Context: an optimization exercise on an open-source flow, tuned for small area and a short achievable clock period. The choices shown serve that exercise and are no tape-out recipe. The RTL was checked by simulation tests, not by an equivalence proof against the original design. No activity file was given, so power comes from the tool's default toggle rates.

===== flow/config.mk =====
export PLATFORM = sky130hd
export DESIGN_NAME = frontend
export DESIGN_NICKNAME = frontend
export VERILOG_FILES = /design/flow/design.v
export SDC_FILE = /design/flow/constraint.sdc
export NUM_CORES = 4
export LEC_CHECK = 0
export CAP_MARGIN = 20
export CORE_MARGIN = 2
export CORE_UTILIZATION = 25
export SETUP_SLACK_MARGIN = 0.3
export SLEW_MARGIN = 20

===== flow/constraint.sdc =====
create_clock -name core_clock -period 7.0 [get_ports {clk}]
set_input_delay 1.4000 -clock core_clock [delete_from_list [all_inputs] [get_ports {clk}]]
set_output_delay 1.4000 -clock core_clock [all_outputs]
set_load 0.01 [all_outputs]

===== flow/design.v =====
`default_nettype none
package frontend_pkg;
    localparam int XLEN       = 32;   
    localparam int REG_ADDR_W = 5;    
    localparam logic [6:0] OPC_LUI    = 7'b0110111;
    localparam logic [6:0] OPC_AUIPC  = 7'b0010111;
    localparam logic [6:0] OPC_JAL    = 7'b1101111;
    localparam logic [6:0] OPC_JALR   = 7'b1100111;
    localparam logic [6:0] OPC_BRANCH = 7'b1100011;
    localparam logic [6:0] OPC_LOAD   = 7'b0000011;
    localparam logic [6:0] OPC_STORE  = 7'b0100011;
    localparam logic [6:0] OPC_IMM    = 7'b0010011;
    localparam logic [6:0] OPC_REG    = 7'b0110011;
    localparam logic [2:0] ALU_CLR   = 3'd0;
    localparam logic [2:0] ALU_BSUBA = 3'd1;   
    localparam logic [2:0] ALU_SUB   = 3'd2;   
    localparam logic [2:0] ALU_ADD   = 3'd3;
    localparam logic [2:0] ALU_XOR   = 3'd4;
    localparam logic [2:0] ALU_OR    = 3'd5;
    localparam logic [2:0] ALU_AND   = 3'd6;
    localparam logic [2:0] ALU_SET   = 3'd7;
    localparam int ALU_SLT_BIT  = 7;
    localparam int ALU_SLTU_BIT = 6;
    localparam int ALU_SLL_BIT  = 5;
    localparam int ALU_SRL_BIT  = 4;
    localparam int ALU_SRA_BIT  = 3;
    localparam int MEM_SW  = 7;
    localparam int MEM_SH  = 6;
    localparam int MEM_SB  = 5;
    localparam int MEM_LHU = 4;
    localparam int MEM_LBU = 3;
    localparam int MEM_LW  = 2;
    localparam int MEM_LH  = 1;
    localparam int MEM_LB  = 0;
    typedef union packed {
        struct packed {
            logic [6:0] funct7;
            logic [4:0] rs2;
            logic [4:0] rs1;
            logic [2:0] funct3;
            logic [4:0] rd;
            logic [6:0] opcode;
        } r;
        struct packed {
            logic [11:0] imm_11_0;
            logic [4:0]  rs1;
            logic [2:0]  funct3;
            logic [4:0]  rd;
            logic [6:0]  opcode;
        } i;
        struct packed {
            logic [6:0] imm_11_5;
            logic [4:0] rs2;
            logic [4:0] rs1;
            logic [2:0] funct3;
            logic [4:0] imm_4_0;
            logic [6:0] opcode;
        } s;
        struct packed {
            logic       imm_12;
            logic [5:0] imm_10_5;
            logic [4:0] rs2;
            logic [4:0] rs1;
            logic [2:0] funct3;
            logic [3:0] imm_4_1;
            logic       imm_11;
            logic [6:0] opcode;
        } b;
        struct packed {
            logic [19:0] imm_31_12;
            logic [4:0]  rd;
            logic [6:0]  opcode;
        } u;
        struct packed {
            logic       imm_20;
            logic [9:0] imm_10_1;
            logic       imm_11;
            logic [7:0] imm_19_12;
            logic [4:0] rd;
            logic [6:0] opcode;
        } j;
    } rv_inst_t;
endpackage
`default_nettype wire
`default_nettype none
module fetch_unit #(
    parameter logic [frontend_pkg::XLEN-1:0] RESET_ADDR = '0
) (
    input  logic                          clk,
    input  logic                          rst_n,
    input  logic                          br_is_jal,
    input  logic                          br_is_jalr,
    input  logic                          br_is_branch,
    input  logic [2:0]                    br_funct3,   
    input  logic [frontend_pkg::XLEN-1:0] br_j_imm,
    input  logic [frontend_pkg::XLEN-1:0] br_b_imm,
    input  logic [frontend_pkg::XLEN-1:0] br_i_imm,    
    input  logic [frontend_pkg::XLEN-1:0] gpr_qa,      
    input  logic                          is_zero,   
    input  logic                          is_lt,
    input  logic                          is_ltu,
    output logic [frontend_pkg::XLEN-1:0] pc
);
    logic                          taken;
    logic [frontend_pkg::XLEN-1:0] pc_base;
    logic [frontend_pkg::XLEN-1:0] pc_offs;
    logic [frontend_pkg::XLEN-1:0] pc_sum;
    logic [frontend_pkg::XLEN-1:0] next_pc;
    always_comb begin
        case (br_funct3)
            3'd0:    taken = is_zero;    
            3'd1:    taken = ~is_zero;   
            3'd4:    taken = is_lt;      
            3'd5:    taken = ~is_lt;     
            3'd6:    taken = is_ltu;     
            3'd7:    taken = ~is_ltu;    
            default: taken = 1'b0;
        endcase
    end
    assign pc_base = br_is_jalr ? gpr_qa : pc;
    always_comb begin
        if (br_is_jal)                      pc_offs = br_j_imm;
        else if (br_is_jalr)                pc_offs = br_i_imm;
        else if (br_is_branch && taken)     pc_offs = br_b_imm;
        else                                pc_offs = frontend_pkg::XLEN'(4);
    end
    assign pc_sum  = pc_base + pc_offs;
    assign next_pc = br_is_jalr ? {pc_sum[frontend_pkg::XLEN-1:1], 1'b0} : pc_sum;
    always_ff @(posedge clk or negedge rst_n) begin
        if (!rst_n) begin
            pc <= RESET_ADDR;
        end else begin
            pc <= next_pc;
        end
    end
endmodule
`default_nettype wire
`default_nettype none
module inst_decoder (
    input  frontend_pkg::rv_inst_t        inst,
    input  logic [frontend_pkg::XLEN-1:0] pc,
    output logic                          br_is_jal,
    output logic                          br_is_jalr,
    output logic                          br_is_branch,
    output logic [2:0]                    br_funct3,
    output logic [frontend_pkg::XLEN-1:0] br_j_imm,
    output logic [frontend_pkg::XLEN-1:0] br_b_imm,
    output logic [frontend_pkg::XLEN-1:0] br_i_imm,
    output logic [frontend_pkg::REG_ADDR_W-1:0] gpr_ra,   
    output logic [frontend_pkg::REG_ADDR_W-1:0] gpr_rb,   
    output logic [frontend_pkg::REG_ADDR_W-1:0] gpr_rd,
    output logic                          gpr_we,
    input  logic [frontend_pkg::XLEN-1:0] gpr_qa,
    input  logic [frontend_pkg::XLEN-1:0] gpr_qb,
    output logic [7:0]                    alu_op,   
    output logic [7:0]                    mem_op,
    output logic                          load,
    output logic                          store,
    output logic [frontend_pkg::XLEN-1:0] alu_opr_1,
    output logic [frontend_pkg::XLEN-1:0] alu_opr_2
);
    localparam int XLEN = frontend_pkg::XLEN;
    logic            is_lui;
    logic            is_auipc;
    logic            is_jal;
    logic            is_jalr;
    logic            is_branch;
    logic            is_imm;
    logic            is_reg;
    logic [2:0]      funct3;
    logic [XLEN-1:0] i_imm;
    logic [XLEN-1:0] s_imm;
    logic [XLEN-1:0] b_imm;
    logic [XLEN-1:0] u_imm;
    logic [XLEN-1:0] j_imm;
    assign is_lui    = inst.r.opcode == frontend_pkg::OPC_LUI;
    assign is_auipc  = inst.r.opcode == frontend_pkg::OPC_AUIPC;
    assign is_jal    = inst.r.opcode == frontend_pkg::OPC_JAL;
    assign is_jalr   = inst.r.opcode == frontend_pkg::OPC_JALR;
    assign is_branch = inst.r.opcode == frontend_pkg::OPC_BRANCH;
    assign is_imm    = inst.r.opcode == frontend_pkg::OPC_IMM;
    assign is_reg    = inst.r.opcode == frontend_pkg::OPC_REG;
    assign load      = inst.r.opcode == frontend_pkg::OPC_LOAD;
    assign store     = inst.r.opcode == frontend_pkg::OPC_STORE;
    assign funct3    = inst.r.funct3;
    assign i_imm = {{(XLEN-12){inst.i.imm_11_0[11]}}, inst.i.imm_11_0};
    assign s_imm = {{(XLEN-12){inst.s.imm_11_5[6]}}, inst.s.imm_11_5, inst.s.imm_4_0};
    assign b_imm = {{(XLEN-12){inst.b.imm_12}}, inst.b.imm_11, inst.b.imm_10_5,
                    inst.b.imm_4_1, 1'b0};
    assign u_imm = {inst.u.imm_31_12, 12'b0};
    assign j_imm = {{(XLEN-20){inst.j.imm_20}}, inst.j.imm_19_12, inst.j.imm_11,
                    inst.j.imm_10_1, 1'b0};
    assign br_is_jal    = is_jal;
    assign br_is_jalr   = is_jalr;
    assign br_is_branch = is_branch;
    assign br_funct3    = inst.b.funct3;
    assign br_j_imm     = j_imm;
    assign br_b_imm     = b_imm;
    assign br_i_imm     = i_imm;
    assign gpr_ra = inst.r.rs1;
    assign gpr_rb = inst.r.rs2;
    assign gpr_rd = inst.r.rd;
    assign gpr_we = is_lui | is_auipc | is_jal | is_jalr | load | is_imm | is_reg;
    always_comb begin
        alu_op = {5'b0, frontend_pkg::ALU_ADD};   
        if (is_branch) begin
            alu_op[2:0] = frontend_pkg::ALU_SUB;   
        end else if (is_reg || is_imm) begin
            case (funct3)
                3'd0: alu_op[2:0] = (is_reg && inst.r.funct7[5]) ? frontend_pkg::ALU_SUB
                                                                  : frontend_pkg::ALU_ADD;
                3'd1: begin
                    alu_op[frontend_pkg::ALU_SLL_BIT] = 1'b1;
                    alu_op[2:0] = frontend_pkg::ALU_CLR;
                end
                3'd2: begin
                    alu_op[frontend_pkg::ALU_SLT_BIT] = 1'b1;
                    alu_op[2:0] = frontend_pkg::ALU_SUB;
                end
                3'd3: begin
                    alu_op[frontend_pkg::ALU_SLTU_BIT] = 1'b1;
                    alu_op[2:0] = frontend_pkg::ALU_SUB;
                end
                3'd4: alu_op[2:0] = frontend_pkg::ALU_XOR;
                3'd5: begin
                    if (inst.r.funct7[5]) alu_op[frontend_pkg::ALU_SRA_BIT] = 1'b1;
                    else                  alu_op[frontend_pkg::ALU_SRL_BIT] = 1'b1;
                    alu_op[2:0] = frontend_pkg::ALU_CLR;
                end
                3'd6: alu_op[2:0] = frontend_pkg::ALU_OR;
                default: alu_op[2:0] = frontend_pkg::ALU_AND;
            endcase
        end
    end
    always_comb begin
        mem_op = '0;
        if (load) begin
            case (funct3)
                3'd0:    mem_op[frontend_pkg::MEM_LB]  = 1'b1;
                3'd1:    mem_op[frontend_pkg::MEM_LH]  = 1'b1;
                3'd2:    mem_op[frontend_pkg::MEM_LW]  = 1'b1;
                3'd4:    mem_op[frontend_pkg::MEM_LBU] = 1'b1;
                3'd5:    mem_op[frontend_pkg::MEM_LHU] = 1'b1;
                default: mem_op = '0;
            endcase
        end else if (store) begin
            case (funct3)
                3'd0:    mem_op[frontend_pkg::MEM_SB] = 1'b1;
                3'd1:    mem_op[frontend_pkg::MEM_SH] = 1'b1;
                3'd2:    mem_op[frontend_pkg::MEM_SW] = 1'b1;
                default: mem_op = '0;
            endcase
        end
    end
    always_comb begin
        alu_opr_1 = gpr_qa;   
        alu_opr_2 = gpr_qb;
        if (is_lui) begin
            alu_opr_1 = '0;
            alu_opr_2 = u_imm;
        end else if (is_auipc) begin
            alu_opr_1 = pc;
            alu_opr_2 = u_imm;
        end else if (is_jal || is_jalr) begin
            alu_opr_1 = pc;   
            alu_opr_2 = XLEN'(4);
        end else if (load || is_imm) begin
            alu_opr_2 = i_imm;
        end else if (store) begin
            alu_opr_2 = s_imm;
        end
    end
endmodule
`default_nettype wire
`default_nettype none
module gpr_file (
    input  logic                          clk,
    input  logic                          rst_n,
    input  logic [frontend_pkg::REG_ADDR_W-1:0] gpr_ra,   
    input  logic [frontend_pkg::REG_ADDR_W-1:0] gpr_rb,   
    input  logic [frontend_pkg::REG_ADDR_W-1:0] gpr_rd,
    input  logic                          gpr_we,
    output logic [frontend_pkg::XLEN-1:0] gpr_qa,
    output logic [frontend_pkg::XLEN-1:0] gpr_qb,
    input  logic [frontend_pkg::XLEN-1:0] gpr_di   
);
    localparam int NREGS = 2 ** frontend_pkg::REG_ADDR_W;
    logic [frontend_pkg::XLEN-1:0] regs [1:NREGS-1];   
    always_ff @(posedge clk or negedge rst_n) begin
        if (!rst_n) begin
            for (int i = 1; i < NREGS; i++) begin
                regs[i] <= '0;
            end
        end else if (gpr_we && gpr_rd != '0) begin
            regs[gpr_rd] <= gpr_di;
        end
    end
    assign gpr_qa = (gpr_ra == '0) ? '0 : regs[gpr_ra];
    assign gpr_qb = (gpr_rb == '0) ? '0 : regs[gpr_rb];
endmodule
`default_nettype wire
`default_nettype none
module frontend #(
    parameter logic [frontend_pkg::XLEN-1:0] RESET_ADDR = '0
) (
    input  logic                          clk,
    input  logic                          rst_n,
    output logic [frontend_pkg::XLEN-1:0] pc,          
    input  logic [frontend_pkg::XLEN-1:0] inst,        
    output logic [7:0]                    alu_op,
    output logic [7:0]                    mem_op,      
    output logic                          load,
    output logic                          store,
    output logic [frontend_pkg::XLEN-1:0] alu_opr_1,
    output logic [frontend_pkg::XLEN-1:0] alu_opr_2,
    output logic [frontend_pkg::XLEN-1:0] mem_di,      
    input  logic [frontend_pkg::XLEN-1:0] gpr_di,      
    input  logic                          is_lt,
    input  logic                          is_ltu,
    input  logic                          is_zero
);
    logic                          br_is_jal;
    logic                          br_is_jalr;
    logic                          br_is_branch;
    logic [2:0]                    br_funct3;
    logic [frontend_pkg::XLEN-1:0] br_j_imm;
    logic [frontend_pkg::XLEN-1:0] br_b_imm;
    logic [frontend_pkg::XLEN-1:0] br_i_imm;
    logic [frontend_pkg::REG_ADDR_W-1:0] gpr_ra;
    logic [frontend_pkg::REG_ADDR_W-1:0] gpr_rb;
    logic [frontend_pkg::REG_ADDR_W-1:0] gpr_rd;
    logic                                gpr_we;
    logic [frontend_pkg::XLEN-1:0]       gpr_qa;
    logic [frontend_pkg::XLEN-1:0]       gpr_qb;
    fetch_unit #(
        .RESET_ADDR (RESET_ADDR)
    ) u_fetch (
        .clk          (clk),
        .rst_n        (rst_n),
        .br_is_jal    (br_is_jal),
        .br_is_jalr   (br_is_jalr),
        .br_is_branch (br_is_branch),
        .br_funct3    (br_funct3),
        .br_j_imm     (br_j_imm),
        .br_b_imm     (br_b_imm),
        .br_i_imm     (br_i_imm),
        .gpr_qa       (gpr_qa),
        .is_zero      (is_zero),
        .is_lt        (is_lt),
        .is_ltu       (is_ltu),
        .pc           (pc)
    );
    inst_decoder u_decoder (
        .inst         (inst),
        .pc           (pc),
        .br_is_jal    (br_is_jal),
        .br_is_jalr   (br_is_jalr),
        .br_is_branch (br_is_branch),
        .br_funct3    (br_funct3),
        .br_j_imm     (br_j_imm),
        .br_b_imm     (br_b_imm),
        .br_i_imm     (br_i_imm),
        .gpr_ra       (gpr_ra),
        .gpr_rb       (gpr_rb),
        .gpr_rd       (gpr_rd),
        .gpr_we       (gpr_we),
        .gpr_qa       (gpr_qa),
        .gpr_qb       (gpr_qb),
        .alu_op       (alu_op),
        .mem_op       (mem_op),
        .load         (load),
        .store        (store),
        .alu_opr_1    (alu_opr_1),
        .alu_opr_2    (alu_opr_2)
    );
    gpr_file u_gpr (
        .clk    (clk),
        .rst_n  (rst_n),
        .gpr_ra (gpr_ra),
        .gpr_rb (gpr_rb),
        .gpr_rd (gpr_rd),
        .gpr_we (gpr_we),
        .gpr_qa (gpr_qa),
        .gpr_qb (gpr_qb),
        .gpr_di (gpr_di)
    );
    assign mem_di = gpr_qb;
endmodule
`default_nettype wire

===== flow/run.sh =====
#!/bin/bash
# synth_recipe.tcl (not shown) runs the flow's synth.tcl, then flattens the netlist and writes it again
# the make line also repeats each setting of config.mk as NAME=value (left out here)
make -C /OpenROAD-flow-scripts/flow DESIGN_CONFIG=/design/flow/config.mk WORK_HOME=/design/flow/orfs CLKGATE_MAP_FILE= SYNTH_SCRIPT=/design/flow/synth_recipe.tcl finish

==> impl_metrics.csv, run 1 <==
group,metric,value,unit
run_status,outcome,"finished clean",
run,maxCapViolations,0,
synthesis,post_synth_mux_area_share,22.0,%
synthesis,ys_seq_elements,1024,
die,die-area,215000,um^2
timing,final-hold-violation-count,0,
routing,avgViaCountPerCell,6.31,
setup_path,critical_path_required,5.60,ns
routing,drt_first_pass_iters,17,
synthesis,synthesized_cell_area,52700,um^2
place,post_place_cells,7615,
global_routing,global_route.usage.total,26.6,%
cts,cts-root-buf,"sky130_fd_sc_hd__clkbuf_16",
global_routing,number_of_global_route_vias_before_repair,48100,
cts,clock_sink_count,1024,
final_layout,mostFrequentLayoutCells,"sky130_fd_sc_hd__dfrtp_1 (1,024), sky130_fd_sc_hd__mux2_2 (1,009), sky130_fd_sc_hd__a22oi_1 (836), sky130_fd_sc_hd__buf_4 (327), sky130_fd_sc_hd__nand2_1 (255)",
timing,worst_pin_slew,1.20,ns
cts,cts.htree.levels,3,
final_layout,nNetsFinal,5053,
synthesis,share_of_synthesized_cell_area_in_and_or_nand_and_nor_gates,7.43,%
routing,vias,49500,
power,power-per-cell-area,234,nW/um^2
synthesis,synth-seq-area-share,48.6,%
synthesis,synthCells,4659,
die,start_util,25.1,%
routing,wl_met2,119000,um
place,detailed_placer_s_ending_hpwl,186000,um
min_path,worstHoldPathType,"flop to flop",
synthesis,synth_fa_ha_area_share,0.774,%
routing,route.antenna.remaining_nets,0,
routing,met3_wirelength,42300,um
synthesis,synth_cell_types,64,
setup_path,crit_path_end_kind,"output pin",
cts,clk_pin_slew,0.06,ns
routing,wirelength,296000,um
timing,timing.final.max_slew_violations,0,
setup_path,crit_fanout,9,
setup_path,crit_type,"input pin to output pin",
synthesis,synth_compound_area_share,17.1,%
synthesis,async_reset_ff_share,100,%
synthesis,syn_nets,4760,
timing,finClkSkew,0.0299,ns
die,fp.dieH,463,um
timing,period_needed,6.74,ns
die,std_cell_rows,168,
final_layout,final_common_cell,"sky130_fd_sc_hd__dfrtp_1",
routing,dr_iter_0_viols,9864,
cts,worstSkewPairLatency,0.77,ns
die,design.portCount,215,
global_routing,globalRoute.totalOverflow,0,
routing,detail_route.drc_violations,0,
cts,cts-buffers-inserted,113,
timing,fin_hold_ws,0.529,ns
timing,relSlewSlack,19.8,%
synthesis,ys.warnings.count,4,
routing,drt-wirelength-per-cell,37.7,um
final_layout,final_layout_size_suffix_gt1_share,35.1,%
synthesis,count_of_flip_flops_with_a_built_in_enable_after_synthesis,0,
final_layout,finish.cell_count_without_fillers,7852,
setup_path,critical_path.startpoint_type,"input pin",
power,netSwitchingPower,4250,uW
die,core_area,210000,um^2
final_layout,synthToLayoutAreaGrowth,23.7,%
global_routing,maximum_number_of_pins_on_one_net_before_global_route_repair,164,
die,floorplan.die.width,463,um
timing,final_setup_violation_count,0,
power,leakage,0.0294,uW
synthesis,ys.flop_type,"sky130_fd_sc_hd__dfrtp_1",
cts,clock_tree_from_tritoncts,"yes",
setup_path,cp.arrival,5.34,ns
power,switching_share,27.9,%
routing,topRoutingLayerUsed,"met5",
synthesis,main_combinational_cell_family_by_area_after_synthesis,"multiplexers",
place,placement.io_buffers,214,
power,p_comb_share,13.4,%
synthesis,syn_avg_cell_area,11.3,um^2
synthesis,xor_and_xnor_fraction_of_the_mapped_netlist_area,0.499,%
setup_path,reg2reg_setup_slack,2.49,ns
global_routing,antenna_found_initial,28,
global_routing,grt_pass1_wl,404000,um
timing,max_freq,148,MHz
routing,m1WireLength,108000,um
power,p_seq_share,44.4,%
timing,fin_crit_sh,96.3,%
power,p_int,11000,uW
timing,unrepaired_setup_endpoints_after_global_routing,"true",
cts,clk_path_buf_depth,3,
power,peakVddDrop,0.219,mV
place,gp_congestion,1.00,
power,p_clk_share,42.2,%
## cells in the mapped netlist (4+ instances only)
cell | n | share of area [%]
sky130_fd_sc_hd__a211oi_1 | 8 | 0.11
sky130_fd_sc_hd__a21o_1 | 18 | 0.26
sky130_fd_sc_hd__a21oi_1 | 245 | 2.3
sky130_fd_sc_hd__a221o_1 | 5 | 0.095
sky130_fd_sc_hd__a222oi_1 | 58 | 1.1
sky130_fd_sc_hd__a22oi_1 | 836 | 12
sky130_fd_sc_hd__a31o_2 | 8 | 0.13
sky130_fd_sc_hd__a31oi_1 | 6 | 0.071
sky130_fd_sc_hd__and2_1 | 11 | 0.13
sky130_fd_sc_hd__and3_1 | 5 | 0.059
sky130_fd_sc_hd__buf_2 | 111 | 1.1
sky130_fd_sc_hd__buf_4 | 12 | 0.17
sky130_fd_sc_hd__clkbuf_1 | 314 | 2.2
sky130_fd_sc_hd__dfrtp_1 | 1024 | 49
sky130_fd_sc_hd__ha_1 | 31 | 0.74
sky130_fd_sc_hd__inv_1 | 18 | 0.13
sky130_fd_sc_hd__mux2_1 | 14 | 0.30
sky130_fd_sc_hd__mux2_2 | 1009 | 22
sky130_fd_sc_hd__mux2i_1 | 8 | 0.15
sky130_fd_sc_hd__nand2_1 | 268 | 1.9
sky130_fd_sc_hd__nand2b_1 | 11 | 0.13
sky130_fd_sc_hd__nand3_1 | 77 | 0.73
sky130_fd_sc_hd__nand3_2 | 4 | 0.076
sky130_fd_sc_hd__nand3b_1 | 8 | 0.11
sky130_fd_sc_hd__nand4_1 | 127 | 1.5
sky130_fd_sc_hd__nor2_1 | 157 | 1.1
sky130_fd_sc_hd__nor2b_1 | 8 | 0.095
sky130_fd_sc_hd__nor3_1 | 77 | 0.73
sky130_fd_sc_hd__nor3_2 | 4 | 0.076
sky130_fd_sc_hd__nor3b_1 | 5 | 0.071
sky130_fd_sc_hd__nor4_1 | 12 | 0.14
sky130_fd_sc_hd__o21ai_0 | 57 | 0.54
sky130_fd_sc_hd__o21bai_1 | 6 | 0.085
sky130_fd_sc_hd__o22ai_1 | 6 | 0.071
sky130_fd_sc_hd__or2_2 | 7 | 0.083
sky130_fd_sc_hd__or3b_2 | 6 | 0.10
sky130_fd_sc_hd__xnor2_1 | 22 | 0.37
sky130_fd_sc_hd__xor2_1 | 8 | 0.13
## layout make-up
cell class | instances | area (um^2)
repair buffers | 617 | 6150
clock inverters | 56 | 781
multi-input cells | 3178 | 25900
flip-flops and latches | 1024 | 25600
fillers | 21100 | 144000
clock buffers | 150 | 3130
well taps | 2805 | 3510
diodes | 4 | 10.0
inverters | 18 | 67.6
## kinds of logic (layout without fill, tap and decap cells)
kind of cell | after synthesis | count (layout)
AO/OA/AOI/OAI | 1276 | 1276
multiplexers | 1031 | 1031
buffers and inverters | 457 | 841
XOR/XNOR | 30 | 30
adder cells (fa/ha/maj) | 32 | 32
AND/OR/NAND/NOR | 809 | 809
flip-flops | 1024 | 1024
other | 0 | 4
## stage by stage
stage / setup TNS, ns / total power [uW] / utilization, % / cell area, um^2 / setup slack [ns]
after floorplan: 0 / 7620 / - / 52700 / 1.88
after global placement: -4.10 / 8780 / 29.1 / 61000 / -0.812
after detailed placement: -4.43 / 8810 / 29.1 / 61000 / -0.816
after CTS: 0 / 15200 / 31.1 / 65100 / 0.135
after global routing: 0 / 15600 / 31.1 / 65200 / 0.260
final: 0 / 15200 / 31.1 / 65200 / 0.260
## worst max-delay path, stage by stage
cell                              delay [ns]
sky130_fd_sc_hd__clkdlybuf4s50_1        0.67
sky130_fd_sc_hd__nand2b_1               0.32
sky130_fd_sc_hd__buf_4                  0.24
sky130_fd_sc_hd__nor2_4                 0.48
sky130_fd_sc_hd__buf_4                  0.40
sky130_fd_sc_hd__a22oi_1                0.15
sky130_fd_sc_hd__nand4_1                0.11
sky130_fd_sc_hd__nor2_1                 0.06
sky130_fd_sc_hd__a21oi_1                0.19
sky130_fd_sc_hd__buf_4                  0.22
sky130_fd_sc_hd__a21oi_1                0.08
sky130_fd_sc_hd__o21ai_0                0.35
sky130_fd_sc_hd__clkdlybuf4s50_1        0.62
## power by group through the flow
stage          Sequential, uW  Combinational, uW  Clock [uW]
3_3_place_gp             6830               1960           0
3_5_place_dp             6830               1980           0
6_report                 6750               2040        6430
2_1_floorplan            6690                928           0
5_1_grt                  6770               2140        6670
4_1_cts                  6720               1990        6450
## state kept, by name, indices dropped and copies added (netlist names)
name	count
u_gpr.regs	992
u_fetch.pc	32
## final timing paths
kind / endpoint / cells after the start / start
setup / recovery: alu_opr_2[24] / 13 / inst[21]
hold / removal: u_gpr.regs[1][30] / 1 / u_gpr.regs[1][30]
setup reg to reg: u_fetch.pc[31] / 16 / u_gpr.regs[18][1]
hold reg to reg: u_gpr.regs[1][30] / 1 / u_gpr.regs[1][30]
max in group asynchronous: u_gpr.regs[18][23] / 2 / rst_n
min in group asynchronous: u_gpr.regs[5][26] / 1 / rst_n
## timing repair
| item | in CTS | in global routing |
|---|---|---|
| pin swaps | 6 | 5 |
| gates resized for setup | 26 | 10 |
| hold buffers | 0 | 0 |
| endpoints found under the setup margin | 33 | 18 |
| endpoints found under the hold margin | 0 | 0 |
| setup buffers | 14 | 13 |
## layer usage
layer / vias to the layer above / GRT usage (%)
li1: 18400 / -
met1: 24800 / 33.0
met2: 4762 / 37.3
met3: 1557 / 10.6
met4: 26 / 18.8
met5: - / 0.334
==> run 2, diff against run 1 <==
--- a/flow/design.v
+++ b/flow/design.v
@@ -288,13 +288,29 @@
     logic [frontend_pkg::XLEN-1:0] regs [1:NREGS-1];   
+    logic [NREGS-1:1]              valid;
+    logic [NREGS-1:1]              wsel;
+    always_comb begin
+        for (int i = 1; i < NREGS; i++) begin
+            wsel[i] = gpr_we && (gpr_rd == i[frontend_pkg::REG_ADDR_W-1:0]);
+        end
+    end
     always_ff @(posedge clk or negedge rst_n) begin
         if (!rst_n) begin
-            for (int i = 1; i < NREGS; i++) begin
-                regs[i] <= '0;
-            end
-        end else if (gpr_we && gpr_rd != '0) begin
-            regs[gpr_rd] <= gpr_di;
+            valid <= '0;
+        end else begin
+            valid <= valid | wsel;
+        end
+    end
+    always_ff @(posedge clk) begin
+        for (int i = 1; i < NREGS; i++) begin
+            if (wsel[i]) regs[i] <= gpr_di;
+        end
+    end
+    always_comb begin
+        gpr_qa = '0;
+        gpr_qb = '0;
+        for (int i = 1; i < NREGS; i++) begin
+            if (gpr_ra == i[frontend_pkg::REG_ADDR_W-1:0] && valid[i]) gpr_qa = gpr_qa | regs[i];
+            if (gpr_rb == i[frontend_pkg::REG_ADDR_W-1:0] && valid[i]) gpr_qb = gpr_qb | regs[i];
         end
     end
-    assign gpr_qa = (gpr_ra == '0) ? '0 : regs[gpr_ra];
-    assign gpr_qb = (gpr_rb == '0) ? '0 : regs[gpr_rb];
 endmodule
==> impl_metrics.csv, run 2 <==
group,metric,value,unit
run,maxCapViolations,0,
timing,unrepaired_setup_endpoints_after_global_routing,"true",
synthesis,async_reset_ff_share,5.97,%
global_routing,grt_pass1_wl,323000,um
synthesis,synthDominantCellAreaShare,64.3,%
global_routing,maximum_number_of_pins_on_one_net_before_global_route_repair,64,
setup_path,cp.buffers_inverters,3,
setup_path,critical_path.startpoint_type,"input pin",
global_routing,number_of_global_route_vias_before_repair,37200,
synthesis,syn_avg_cell_area,14.4,um^2
final_layout,largest_register_ff_count,992,
place,detailedPlace.worstSlack,0.0190,ns
synthesis,synthCells,3218,
routing,dr_iter_0_viols,9635,
power,power-per-cell-area,245,nW/um^2
synthesis,synth.most_common_cell,"sky130_fd_sc_hd__edfxtp_1",
routing,route.antenna.remaining_nets,0,
final_layout,final_layout_size_suffix_gt1_share,18.0,%
routing,vias,39900,
final_layout,fillers,18000,
setup_path,endpoint_of_the_most_critical_register_to_register_path,"u_fetch.pc[30]",
min_path,hold_path_end,"u_gpr.valid[17]",
routing,drt_first_pass_iters,12,
setup_path,crit_cells,10,
place,detailed_placer_s_ending_hpwl,151000,um
synthesis,synth-seq-area-share,67.7,%
timing,fin_tns_setup,0,ns
timing,finClkSkew,0.0449,ns
timing,fin_crit_sh,97.4,%
timing,final_setup_violation_count,0,
die,std_cell_rows,157,
final_layout,mostFrequentLayoutCells,"sky130_fd_sc_hd__edfxtp_1 (992), sky130_fd_sc_hd__a22oi_1 (443), sky130_fd_sc_hd__a22o_1 (260), sky130_fd_sc_hd__buf_4 (233), sky130_fd_sc_hd__a221oi_1 (223)",
final_layout,synthToLayoutAreaGrowth,23.4,%
final_layout,register_containing_the_most_flip_flops_in_the_final_layout,"u_gpr.regs",
synthesis,synthesized_cell_area,46300,um^2
final_layout,nNetsFinal,3650,
setup_path,cp.arrival,5.42,ns
global_routing,antenna_found_initial,27,
synthesis,ys_seq_elements,1055,
global_routing,global_route.usage.total,24.9,%
synthesis,count_of_flip_flops_with_a_built_in_enable_after_synthesis,992,
routing,wirelength,246000,um
power,leakage,0.0189,uW
setup_path,cpLargestDelayFamily,"buffers and inverters",
synthesis,syn_nets,3319,
cts,cts-buffers-inserted,100,
timing,max_freq,147,MHz
cts,clock_tree_from_tritoncts,"yes",
timing,final-hold-violation-count,0,
routing,avgViaCountPerCell,6.53,
timing,relSlewSlack,23.6,%
global_routing,globalRoute.totalOverflow,0,
cts,clk_pin_slew,0.06,ns
synthesis,synth_cell_types,65,
setup_path,worst_path_largest_cell_delay,0.74,ns
synthesis,ys.flop_type,"sky130_fd_sc_hd__edfxtp_1",
place,gp_congestion,1.02,
setup_path,reg2regPathDepth,17,
min_path,worstHoldPathType,"flop to flop",
routing,drt-wirelength-per-cell,40.1,um
routing,detail_route.drc_violations,0,
cts,clk_path_buf_depth,3,
final_layout,register_area,31400,um^2
timing,period_needed,6.82,ns
die,start_util,25.2,%
setup_path,crit_fanout,12,
cts,cts-root-buf,"sky130_fd_sc_hd__clkbuf_16",
die,design.portCount,215,
timing,post-route-worst-setup-slack,0.179,ns
cts,clock_sink_count,1055,
synthesis,synthTopCellsByArea,"sky130_fd_sc_hd__edfxtp_1 (64%), sky130_fd_sc_hd__a22oi_1 (7.2%), sky130_fd_sc_hd__a22o_1 (4.9%)",
setup_path,r2r-start,"u_gpr.valid[29]",
setup_path,crit_chain,"clkdlybuf4s50_1 -> nor2b_2 -> and3_2 -> buf_4 -> a22oi_1 -> nand4_1 -> or4_1 -> o21ai_1 -> o21ai_1 -> clkdlybuf4s50_1",
timing,fin_hold_ws,0.486,ns
final_layout,final_common_cell,"sky130_fd_sc_hd__edfxtp_1",
min_path,timing.hold.worst.start,"u_gpr.valid[17]",
setup_path,cp_slowest_cell,"sky130_fd_sc_hd__clkdlybuf4s50_1",
die,fp.dieH,434,um
min_path,worstHoldPathCells,1,
synthesis,ys.warnings.count,4,
run_status,outcome,"finished clean",
timing,timing.final.max_slew_violations,0,
synthesis,synthTopCellsByCount,"sky130_fd_sc_hd__edfxtp_1 (992), sky130_fd_sc_hd__a22oi_1 (443), sky130_fd_sc_hd__a22o_1 (260)",
synthesis,synth_largest_area_cell,"sky130_fd_sc_hd__edfxtp_1",
timing,worst_pin_slew,1.14,ns
final_layout,largest_registers,"u_gpr.regs: 992 flops, u_fetch.pc: 32 flops, u_gpr.valid: 31 flops",
power,peakVddDrop,0.186,mV
cts,cts.htree.levels,3,
die,die-area,189000,um^2
cts,worstSkewPairLatency,0.74,ns
setup_path,crit_type,"input pin to output pin",
setup_path,reg2reg_setup_slack,1.84,ns
die,core_area,184000,um^2
place,placement.io_buffers,214,
cts,cts.hold.buffers_added,0,
die,floorplan.die.width,434,um
final_layout,multi_input_area,14200,um^2
setup_path,crit_path_end_kind,"output pin",
setup_path,critical_path_required,5.60,ns
## run 2: worst max-delay path by stage
| stage | start | to | slack, ns |
|---|---|---|---|
| finish | inst[20] | alu_opr_2[27] | 0.18 |
| global route | inst[19] | alu_opr_1[30] | 0.28 |
| CTS | inst[21] | alu_opr_2[3] | 0.23 |
| detailed placement | inst[20] | alu_opr_2[3] | 0.02 |
| global placement | inst[20] | alu_opr_2[3] | -0.03 |
| floorplan | inst[3] | u_gpr.regs[1][0] | 0.84 |
## run 2: where the power goes
group | internal [uW] | total, uW | switching (uW)
Sequential | 7020 | 7150 | 135
Clock | 3030 | 5580 | 2550
Combinational | 569 | 1290 | 720
## run 2: cells by family after synthesis
logic type | count (synthesis) | share of synthesized area [%]
AOI/OAI and AO/OA | 1139 | 19.7
xor gates and xnor gates | 31 | 0.586
adders and majority gates | 32 | 0.881
buffers and inverters | 293 | 2.65
DFF | 1055 | 67.7
muxes | 35 | 0.840
and+or+nand+nor | 633 | 7.56
## run 2: metrics by stage
step,total power (uW),std cells,utilization (%),cell area [um^2]
after CTS,14000,6094,31.1,57000
after floorplan,7790,3218,-,46300
after detailed placement,8530,5910,29.2,53700
after global routing,14300,6104,31.1,57100
final,14000,6116,31.1,57200
after global placement,8530,5910,29.2,53700
## run 2: routing by layer
| layer | global-route usage [%] | part of all wire, % |
|---|---|---|
| met1 | 29.3 | 33 |
| met2 | 36.0 | 41 |
| met3 | 11.5 | 18 |
| met4 | 17.1 | 8.8 |
| met5 | 0.512 | 0.16 |
## run 2: timing repair
item	4_1_cts	5_1_grt
setup endpoints to repair	22	41
setup buffers	0	1
resized for setup	10	29
cloned	0	0
## run 2: final cells by class
cell class | instances | share of cell area [%]
clock inverter | 65 | 1.16
tap | 2464 | 5.39
sequential | 1055 | 54.9
timing repair buffer | 512 | 9.05
multi-input combinational | 1870 | 24.8
clock buffer | 119 | 4.58
antenna | 21 | 0.0919
inverter | 10 | 0.0657
==> run 3, diff against run 2 <==
==> flow/flow/run.sh (new file) <==
#!/bin/bash
# The standard layout (standard.sh, the standard flow's own ORFS run) with one change: the
# port buffers that buffer_ports inserts are buf_2 cells instead of the
# default delay buffer (clkdlybuf4s50_1), which is larger and slower.
set -euo pipefail
bash standard.sh "BUFFER_PORTS_ARGS=-buffer_cell sky130_fd_sc_hd__buf_2" finish > make_finish.log 2>&1
==> flow/standard.sh (new file) <==
#!/bin/bash
# synth_recipe.tcl (not shown) runs the flow's synth.tcl, then flattens the netlist and writes it again
# the make line also repeats each setting of config.mk as NAME=value (left out here)
make -C /OpenROAD-flow-scripts/flow DESIGN_CONFIG=/design/flow/config.mk WORK_HOME=/design/flow/orfs CLKGATE_MAP_FILE= SYNTH_SCRIPT=/design/flow/synth_recipe.tcl "${@:-finish}"
--- a/flow/config.mk
+++ b/flow/config.mk
@@ -9,4 +9,5 @@
 export CORE_MARGIN = 2
-export CORE_UTILIZATION = 25
-export SETUP_SLACK_MARGIN = 0.3
+export CORE_UTILIZATION = 50
+export PLACE_DENSITY = 0.58
+export SETUP_SLACK_MARGIN = 1.5
 export SLEW_MARGIN = 20
removed: flow/run.sh
==> impl_metrics.csv, run 3 <==
group,metric,value,unit
run_status,outcome,"finished clean",
synthesis,synth_cell_types,65,
final_layout,register_containing_the_most_flip_flops_in_the_final_layout,"u_gpr.regs",
synthesis,ys.flop_type,"sky130_fd_sc_hd__edfxtp_1",
place,gp_congestion,1.06,
setup_path,reg2regPathDepth,19,
timing,worst_pin_slew,1.33,ns
synthesis,syn_avg_cell_area,14.4,um^2
synthesis,synth_largest_area_cell,"sky130_fd_sc_hd__edfxtp_1",
die,fp.dieH,308,um
final_layout,largest_registers,"u_gpr.regs: 992 flops, u_fetch.pc: 32 flops, u_gpr.valid: 31 flops",
cts,cts-buffers-inserted,108,
routing,detail_route.drc_violations,0,
setup_path,cp_slowest_cell,"sky130_fd_sc_hd__and3_2",
setup_path,crit_fanout,11,
routing,route.antenna.remaining_nets,0,
routing,vias,41800,
timing,finClkSkew,0.0315,ns
timing,fin_tns_setup,0,ns
power,leakage,0.0196,uW
timing,final-hold-violation-count,0,
synthesis,ys_seq_elements,1055,
timing,period_needed,5.67,ns
final_layout,final_common_cell,"sky130_fd_sc_hd__edfxtp_1",
final_layout,final_layout_size_suffix_gt1_share,27.3,%
timing,final_setup_violation_count,0,
routing,wirelength,252000,um
global_routing,maximum_number_of_pins_on_one_net_before_global_route_repair,64,
global_routing,number_of_global_route_vias_before_repair,37900,
die,start_util,50.5,%
synthesis,synthesized_cell_area,46300,um^2
synthesis,synth.most_common_cell,"sky130_fd_sc_hd__edfxtp_1",
synthesis,async_reset_ff_share,5.97,%
global_routing,grt_pass1_wl,328000,um
routing,drt-wirelength-per-cell,51.4,um
timing,timing.final.max_slew_violations,0,
power,total_design_power,14400,uW
global_routing,global_route.usage.total,51.6,%
cts,worstSkewPairLatency,0.74,ns
routing,avgViaCountPerCell,8.52,
setup_path,cp.arrival,4.27,ns
setup_path,critical_path.startpoint_type,"input pin",
synthesis,synthDominantCellAreaShare,64.3,%
synthesis,synthTopCellsByArea,"sky130_fd_sc_hd__edfxtp_1 (64%), sky130_fd_sc_hd__a22oi_1 (7.2%), sky130_fd_sc_hd__a22o_1 (4.9%)",
timing,post-route-worst-setup-slack,1.33,ns
cts,cts-root-buf,"sky130_fd_sc_hd__clkbuf_16",
run,maxCapViolations,0,
synthesis,synth-seq-area-share,67.7,%
place,detailedPlace.worstSlack,0.457,ns
synthesis,synthTopCellsByCount,"sky130_fd_sc_hd__edfxtp_1 (992), sky130_fd_sc_hd__a22oi_1 (443), sky130_fd_sc_hd__a22o_1 (260)",
setup_path,crit_path_end_kind,"output pin",
place,detailed_placer_s_ending_hpwl,153000,um
power,power-per-cell-area,257,nW/um^2
cts,cts.htree.levels,3,
die,std_cell_rows,111,
synthesis,synthCells,3218,
timing,relSlewSlack,10.8,%
final_layout,largest_register_ff_count,992,
routing,drt_first_pass_iters,14,
place,placement.io_buffers,214,
min_path,worstHoldPathType,"flop to flop",
timing,unrepaired_setup_endpoints_after_global_routing,"true",
setup_path,crit_type,"input pin to output pin",
final_layout,post-route-util,61.0,%
final_layout,nNetsFinal,3714,
die,die-area,95100,um^2
final_layout,synthToLayoutAreaGrowth,20.8,%
cts,clock_sink_count,1055,
global_routing,antenna_found_initial,30,
synthesis,syn_nets,3319,
setup_path,worst_path_largest_cell_delay,0.80,ns
setup_path,crit_cells,9,
die,design.portCount,215,
die,core_area,91700,um^2
min_path,worstHoldPathCells,1,
cts,clk_pin_slew,0.06,ns
synthesis,ys.warnings.count,4,
timing,max_freq,176,MHz
final_layout,mostFrequentLayoutCells,"sky130_fd_sc_hd__edfxtp_1 (992), sky130_fd_sc_hd__a22oi_1 (443), sky130_fd_sc_hd__buf_4 (295), sky130_fd_sc_hd__a22o_1 (260), sky130_fd_sc_hd__buf_2 (206)",
cts,clock_tree_from_tritoncts,"yes",
synthesis,count_of_flip_flops_with_a_built_in_enable_after_synthesis,992,
cts,cts.hold.buffers_added,0,
power,peakVddDrop,0.216,mV
timing,fin_crit_sh,80.9,%
die,floorplan.die.width,308,um
global_routing,globalRoute.totalOverflow,0,
setup_path,critical_path_required,5.60,ns
cts,clk_path_buf_depth,3,
setup_path,cp.buffers_inverters,2,
routing,dr_iter_0_viols,11400,
setup_path,cpLargestDelayFamily,"simple AND/OR/NAND/NOR gates",
setup_path,crit_chain,"buf_2 -> nor2b_4 -> and3_2 -> a22oi_1 -> nand3_1 -> or4_4 -> o21ai_1 -> o21ai_1 -> buf_2",
## run 3: cell count changes in the layout (fill, tap and decap cells not counted), moves of 19 or more
cell / change
sky130_fd_sc_hd__buf_2: +198
sky130_fd_sc_hd__clkdlybuf4s50_1: -198
sky130_fd_sc_hd__buf_4: +62
sky130_fd_sc_hd__and3_4: +41
sky130_fd_sc_hd__and3_2: -36
sky130_fd_sc_hd__or3_1: -22
sky130_fd_sc_hd__or3_4: +22
sky130_fd_sc_hd__a221oi_1: -19
## run 3: power by group
part           leakage, uW  switching, uW  internal [uW]  total [uW]
logic              0.00810            739            429        1170
clock network      0.00178           2560           3510        6070
registers          0.00973            113           7010        7130
total               0.0196           3410          11000       14400
## run 3: layer usage
metal	GRT usage, %	routed length, um	vias up
met1	62.7	80200	20100
met4	31.6	22400	50
met5	1.29	814	-
met2	68.6	96300	5477
li1	-	-	14500
met3	31.7	52500	1677
## run 3: path summary, 6_finish.rpt
kind | slack (ns) | start | end
max in group asynchronous | 5.46 | rst_n | u_fetch.pc[0]
min reg2reg | 0.51 | u_gpr.valid[16] | u_gpr.valid[16]
max reg2reg | 2.05 | u_gpr.valid[3] | u_fetch.pc[25]
min | 0.51 | u_gpr.valid[16] | u_gpr.valid[16]
max | 1.33 | inst[20] | alu_opr_2[15]
min in group asynchronous | 0.87 | rst_n | u_fetch.pc[27]
## run 3: kinds of logic after synthesis
kind of cell / count (synthesis) / synth area share, %
simple gates: 633 / 7.56
fa+ha+maj: 32 / 0.881
mux: 35 / 0.840
buf+inv: 293 / 2.65
flops: 1055 / 67.7
compound gates: 1139 / 19.7
xor+xnor: 31 / 0.586
## run 3: layout make-up
class | instances | area, um^2
Tap cell | 1186 | 1480
Multi-Input combinational cell | 1874 | 14900
Fill cell | 6953 | 35700
Clock inverter | 67 | 832
Timing Repair Buffer | 564 | 4450
Clock buffer | 134 | 2840
Inverter | 10 | 37.5
Sequential cell | 1055 | 31400
Antenna cell | 19 | 47.5
## run 3: repair_timing
action	in CTS	in global routing
gates resized for setup	111	87
setup buffers	65	49
endpoints found under the setup margin	97	62
pin swaps	26	39
cloned	1	3
## run 3: stage by stage
step	hold WS [ns]	instances	area, um^2
floorplan	0.439	3218	46300
global placement	0.478	4565	50100
detailed placement	0.464	4571	50300
CTS	0.491	4838	55000
global route	0.526	4894	55900
finish	0.507	4909	55900
==> run 4, diff against run 3 <==
--- a/flow/config.mk
+++ b/flow/config.mk
@@ -9,5 +9,5 @@
 export CORE_MARGIN = 2
-export CORE_UTILIZATION = 50
+export CORE_UTILIZATION = 52
 export PLACE_DENSITY = 0.58
-export SETUP_SLACK_MARGIN = 1.5
+export SETUP_SLACK_MARGIN = 1.8
 export SLEW_MARGIN = 20
==> impl_metrics.csv, run 4 <==
group,metric,value,unit
final_layout,nNetsFinal,3881,
global_routing,global_route.usage.total,54.3,%
setup_path,cp.arrival,3.92,ns
power,leakage,0.0209,uW
global_routing,globalRoute.totalOverflow,0,
synthesis,ys_seq_elements,1055,
die,design.portCount,215,
synthesis,syn_nets,3319,
synthesis,synth_cell_types,65,
min_path,worstHoldPathType,"flop to flop",
global_routing,antenna_found_initial,25,
synthesis,synth.most_common_cell,"sky130_fd_sc_hd__edfxtp_1",
final_layout,final_layout_size_suffix_gt1_share,33.7,%
setup_path,critical_path_required,5.60,ns
place,placement.io_buffers,214,
cts,clock_tree_from_tritoncts,"yes",
run,maxCapViolations,0,
setup_path,worst_path_largest_cell_delay,0.53,ns
cts,clk_path_buf_depth,3,
cts,cts-root-buf,"sky130_fd_sc_hd__clkbuf_16",
final_layout,largest_register_ff_count,992,
cts,cts-buffers-inserted,109,
synthesis,ys.warnings.count,4,
routing,drt_first_pass_iters,15,
cts,cts.hold.buffers_added,0,
timing,unrepaired_setup_endpoints_after_global_routing,"true",
final_layout,synthToLayoutAreaGrowth,26.9,%
cts,cts.htree.levels,3,
routing,route.antenna.remaining_nets,0,
timing,worst_pin_slew,1.22,ns
synthesis,synthDominantCellAreaShare,64.3,%
die,floorplan.die.width,302,um
synthesis,synthCells,3218,
timing,max_freq,188,MHz
routing,wirelength,256000,um
timing,final_setup_violation_count,0,
run_status,outcome,"finished clean",
cts,clock_sink_count,1055,
power,peakVddDrop,0.217,mV
routing,drt-wirelength-per-cell,50.8,um
synthesis,synth_largest_area_cell,"sky130_fd_sc_hd__edfxtp_1",
die,fp.dieH,302,um
synthesis,ys.flop_type,"sky130_fd_sc_hd__edfxtp_1",
cts,clk_pin_slew,0.06,ns
timing,period_needed,5.32,ns
place,gp_congestion,1.00,
place,detailed_placer_s_ending_hpwl,139000,um
global_routing,number_of_global_route_vias_before_repair,39200,
global_routing,maximum_number_of_pins_on_one_net_before_global_route_repair,64,
cts,worstSkewPairLatency,0.74,ns
synthesis,count_of_flip_flops_with_a_built_in_enable_after_synthesis,992,
die,start_util,52.4,%
setup_path,crit_fanout,12,
synthesis,async_reset_ff_share,5.97,%
power,power-per-cell-area,244,nW/um^2
routing,avgViaCountPerCell,8.62,
setup_path,crit_path_end_kind,"output pin",
timing,finClkSkew,0.0302,ns
setup_path,crit_chain,"buf_12 -> and3b_2 -> and3_4 -> buf_12 -> buf_12 -> a22o_1 -> a221oi_2 -> nand3_1 -> or4_4 -> o211ai_2 -> o21ai_1 -> buf_2",
synthesis,synthTopCellsByCount,"sky130_fd_sc_hd__edfxtp_1 (992), sky130_fd_sc_hd__a22oi_1 (443), sky130_fd_sc_hd__a22o_1 (260)",
synthesis,synth-seq-area-share,67.7,%
final_layout,mostFrequentLayoutCells,"sky130_fd_sc_hd__edfxtp_1 (992), sky130_fd_sc_hd__a22oi_1 (437), sky130_fd_sc_hd__buf_4 (342), sky130_fd_sc_hd__a22o_1 (260), sky130_fd_sc_hd__buf_2 (203)",
die,die-area,91500,um^2
final_layout,largest_registers,"u_gpr.regs: 992 flops, u_fetch.pc: 32 flops, u_gpr.valid: 31 flops",
die,core_area,88400,um^2
setup_path,critical_path.startpoint_type,"input pin",
setup_path,cp_slowest_cell,"sky130_fd_sc_hd__or4_4",
final_layout,final_common_cell,"sky130_fd_sc_hd__edfxtp_1",
timing,timing.final.max_slew_violations,0,
final_layout,register_containing_the_most_flip_flops_in_the_final_layout,"u_gpr.regs",
timing,relSlewSlack,18.1,%
routing,dr_iter_0_viols,12800,
final_layout,post-route-util,66.5,%
setup_path,crit_type,"input pin to output pin",
setup_path,cpMostUsedCell,"sky130_fd_sc_hd__buf_12",
timing,final-hold-violation-count,0,
synthesis,syn_avg_cell_area,14.4,um^2
synthesis,synthTopCellsByArea,"sky130_fd_sc_hd__edfxtp_1 (64%), sky130_fd_sc_hd__a22oi_1 (7.2%), sky130_fd_sc_hd__a22o_1 (4.9%)",
global_routing,grt_pass1_wl,331000,um
timing,fin_crit_sh,76.0,%
routing,vias,43600,
die,std_cell_rows,109,
timing,fin_tns_setup,0,ns
routing,detail_route.drc_violations,0,
synthesis,synthesized_cell_area,46300,um^2
==> run 4: final cells by class <==
cell class                      count  area [um^2]
Antenna cell                       18         45.0
Clock buffer                      133         2900
Clock inverter                     65          626
Fill cell                        6205        29600
Inverter                           10         41.3
Multi-Input combinational cell   1886        15900
Sequential cell                  1055        31400
Tap cell                         1165         1460
Timing Repair Buffer              718         6440
==> run 4: what timing repair did <==
item,4_1_cts,5_1_grt
resized for setup,288,198
gates cloned,13,8
pin swaps,118,161
endpoints found under the setup margin,115,79
buffers inserted,223,71
==> run 4: final timing paths <==
path / start / to / slack (ns) / cells after the start
worst max-delay path: inst[24] / alu_opr_2[30] / 1.68 / 12
worst min-delay path: u_gpr.valid[20] / u_gpr.valid[20] / 0.52 / 1
worst max register to register: u_gpr.valid[26] / u_fetch.pc[25] / 2.15 / 16
worst min register to register: u_gpr.valid[20] / u_gpr.valid[20] / 0.52 / 1
max in group asynchronous: rst_n / u_gpr.valid[29] / 5.49 / 2
min in group asynchronous: rst_n / u_fetch.pc[3] / 0.85 / 2
==> run 4: per-stage QoR <==
stage	instance area [um^2]	power, uW	cells	hold slack, ns	worst slack (ns)
floorplan	46600	7840	3218	0.439	0.841
global placement	50000	8330	4519	0.471	0.350
detailed placement	50000	8350	4519	0.479	0.323
global route	58700	14600	5038	0.544	1.61
finish	58800	14300	5050	0.523	1.68
CTS	57000	14100	4953	0.512	1.75
==> run 4: report_power, final <==
group          internal, uW  switching, uW  leakage (uW)
logic                   523            778       0.00942
registers              7020            125       0.00973
clock network          3340           2540       0.00172
total                 10900           3440        0.0209
==> run 4: critical path, delay by kind of cell <==
family,cells,cell delay [ns]
simple gates,4,1.16
buf+inv,4,0.55
compound gates,4,0.78
==> run 4: kinds of logic after synthesis <==
kind of cell / synth area share [%]
adder cells (fa/ha/maj): 0.881
AND/OR/NAND/NOR: 7.56
AO/OA/AOI/OAI: 19.7
buffers and inverters: 2.65
flip-flops: 67.7
multiplexers: 0.840
XOR/XNOR: 0.586
==> run 4: per-layer routing <==
metal	share of wire (%)	GRT usage [%]
met5	0.29	3.16
met4	10	38.3
met3	21	33.7
met2	38	72.0
met1	31	63.9

[re-timing with driven ports]
In the flow no input, the clock included, has a driving cell. The finished layouts below were timed again as built, in two steps.
Step 1 assumes that a clkbuf_16 drives the clock port and a buf_2 every other input.
Step 2 also shifts input and output timing later by t, the mid clock arrival at the registers, as if the neighbouring blocks saw the same clock.
Three values: no drivers, after step 1, after step 2; two values: the first two.
run | t (ns) | slack for setup (ns) | worst hold slack (ns) | worst setup path at the end
run 1 | 0.849 | 0.260 / 0.178 / -0.206 | 0.529 / 0.529 / 0.529 | input to register
run 2 | 0.797 | 0.179 / 0.149 / -0.067 | 0.486 / 0.486 / 0.486 | input to register
run 3 | 0.792 | 1.334 / 1.311 / 0.698 | 0.507 / 0.507 / 0.507 | input to register
run 4 | 0.797 | 1.679 / 1.531 / 0.985 | 0.523 / 0.523 / 0.523 | input to register
Met with ideal ports but missed after step 2: setup timing in run 1 and run 2. The setup slack of run 4, which loses most, moves by -0.148 ns with the drivers and by -0.694 ns with both steps.
